Context: an optimization exercise on an open-source flow, tuned for small area, a short achievable clock period and few clock cycles per item. The choices shown serve that exercise and are no tape-out recipe. Function was checked by simulation only, so behaviour that the tests miss may differ from the original. Power and IR drop assume default switching activity.

Design tiny_byte_cpu_step, start of the top module:
module tiny_byte_cpu_step (
   input  logic                            clock,
   input  logic                            reset,
   input  logic                            req_valid,
   output logic                            req_stall,
   input  logic                            req_type,
   input  logic [tbc_pkg::AddrWidth-1:0]   req_mem_addr,
   input  logic [tbc_pkg::DataWidth-1:0]   req_mem_data,
   output logic                            rsp_valid,
   input  logic                            rsp_stall,
   output logic [tbc_pkg::AddrWidth-1:0]   rsp_pc,
   output logic [tbc_pkg::DataWidth-1:0]   rsp_reg_a,
   output logic [tbc_pkg::DataWidth-1:0]   rsp_reg_b,
   output logic [tbc_pkg::DataWidth-1:0]   rsp_reg_c,
   output logic [tbc_pkg::DataWidth-1:0]   rsp_reg_d,
   output logic [tbc_pkg::DataWidth-1:0]   rsp_reg_e,
   output logic                            rsp_halted,
   output logic                            rsp_illegal_opcode
);
For scale: about 6100 cells after synthesis, roughly 2200 flip-flops, ~73 I/O pins.
clock: 6.5 ns
lec_check: 0
cap_margin: 20
core_margin: 2
core_utilization: 55
cts_cluster_diameter: 80
cts_cluster_size: 24
setup_slack_margin: 2.7
slew_margin: 20
synth_hierarchical: 1
run.sh (not shown) runs the stock make flow with config.mk's settings and CLKGATE_MAP_FILE= SYNTH_SCRIPT=/design/flow/synth_recipe.tcl, a recipe that flattens the netlist after the stock synthesis.
Testbench counts at the start, summed over its fixed seeds: cycles 10,441, items 8,603.
Change:
- CORE_UTILIZATION: 55 -> 62
- CTS_CLUSTER_DIAMETER: 80 -> 90
- CTS_CLUSTER_SIZE: 24 -> 28
- SETUP_SLACK_MARGIN: 2.7 -> 2.8
After rerunning:
- The new run completed with no timing, DRC or antenna violations
- non-clock buffer count rose by 9
- global-route usage rose by 3.4 points
- core utilization rose by 7.8 points
- sequential power is about the same
- via count rose by about 1.1%
- setup slack gets better by 0.14 ns
- clock skew rose by 0.0053 ns
- cell count fell by about 3.5%

---

== oak ==
tiny_byte_cpu_step, a different RTL version from the one above (not shown whole).
Size: about 6200 cells after synthesis, roughly 2200 flip-flops.
==> flow/config.mk <==
export PLATFORM = sky130hd
export DESIGN_NAME = tiny_byte_cpu_step
export DESIGN_NICKNAME = tiny_byte_cpu_step
export VERILOG_FILES = /design/flow/design.v
export SDC_FILE = /design/flow/constraint.sdc
export NUM_CORES = 4
export LEC_CHECK = 0
export CAP_MARGIN = 20
export CORE_MARGIN = 2
export CORE_UTILIZATION = 70
export CTS_CLUSTER_DIAMETER = 80
export CTS_CLUSTER_SIZE = 24
export SETUP_SLACK_MARGIN = 2.7
export SLEW_MARGIN = 20
export SYNTH_HIERARCHICAL = 1
==> flow/constraint.sdc <==
create_clock -name core_clock -period 6.5 [get_ports {clock}]
set_input_delay 1.3000 -clock core_clock [delete_from_list [all_inputs] [get_ports {clock}]]
set_output_delay 1.3000 -clock core_clock [all_outputs]
set_load 0.01 [all_outputs]
oak | stages: all done | timing, DRC, antenna: all pass
Testbench counts of oak, summed over its fixed seeds: cycles 10,441, items 8,603.
Relative to oak, the following input files were edited for pine:
Settings: changing CORE_UTILIZATION from 70 to 62.
Findings:
Design area was higher in pine than in oak. pine reached the final stage; the timing, design-rule and antenna checks on its layout passed. Measured against pine, the overall die area of oak comes out at 0.887 times the reference value. Looking at final wirelength across both flows, pine is the weaker of the two, with oak ahead. Of pine and oak, the higher number of cells on the worst reg-to-reg path belongs to pine. In pine relative to oak, met2 routed wirelength had gone up slightly. Compared with oak, pine shows a higher shortest period the worst path allows. Summary of pine over oak: hold slack down 18 ps, detailed-placement wirelength estimate up 1.9%. For pine, the critical path class was reg2reg, unlike oak, where it was in2reg. Per the comparison of pine with oak, number of cells in the finished layout apart from fillers shows an increase of 201; count of endpoints failing setup in the final report essentially unchanged.

---

Setup of build 33:
tiny_byte_cpu_step with an RTL version that a note above also has.
For scale: roughly 2200 flip-flops, ~73 I/O pins, ~0.093 mm² of cells after synthesis.
export LEC_CHECK = 0
export CAP_MARGIN = 20
export CORE_MARGIN = 2
export CORE_UTILIZATION = 70
export CTS_CLUSTER_DIAMETER = 80
export CTS_CLUSTER_SIZE = 24
export SETUP_SLACK_MARGIN = 2.7
export SLEW_MARGIN = 20
export SYNTH_HIERARCHICAL = 1
create_clock -name core_clock -period 6.5 [get_ports {clock}]
Testbench counts of build 33, summed over its fixed seeds: cycles 10,441, items 8,603.
[inputs] build 83 vs build 33
- swapping 70 for 62 in CORE_UTILIZATION
## What came out
- Build 83 reached the final stage; the timing, design-rule and antenna checks on its layout passed.
- Per the comparison of build 83 with build 33, share of total power in the clock network now sits higher; critical path depth moved up; final worst-path cycle share shrank by 0.83 points.

static timing again, ports no longer ideal:
No port has a modelled driver above. Below, the same layouts with a new extraction and two added sets of constraints. Step 1 sets driving cells, clkbuf_16 on the clock port and buf_2 on the other inputs (assumed; they add their load-dependent delay and slew). Step 2 adds t to the input delays and takes it off the output delays; t is the mean of the earliest and latest rising clock arrival at the registers after step 1. Input paths then give back, and output paths get back, about the clock's delay inside the block. Three values: no drivers, after step 1, after step 2; two values: the first two.
| run | t (ns) | setup WS [ns] | slew at the worst register clock pin (ns) | pins driven straight from the clock port |
|---|---|---|---|---|
| the first run of note 1 | 0.889 | 2.560 / 2.476 / 1.872 | 0.10 / 0.10 | 1 |
| the second run of note 1 | 0.833 | 2.696 / 2.610 / 2.030 | 0.11 / 0.11 | 1 |
| oak | 0.843 | 2.539 / 2.563 / 1.737 | 0.10 / 0.10 | 1 |
| pine | 0.857 | 2.516 / 2.516 / 1.760 | 0.10 / 0.10 | 1 |
| build 33 | 0.862 | 2.623 / 2.666 / 1.822 | 0.10 / 0.10 | 1 |
| build 83 | 0.858 | 2.677 / 2.667 / 1.977 | 0.10 / 0.10 | 1 |
After both steps setup and hold are still met in every run listed. For oak, which loses most, drivers alone change the setup slack by +0.024 ns; drivers and shift together by -0.802 ns.
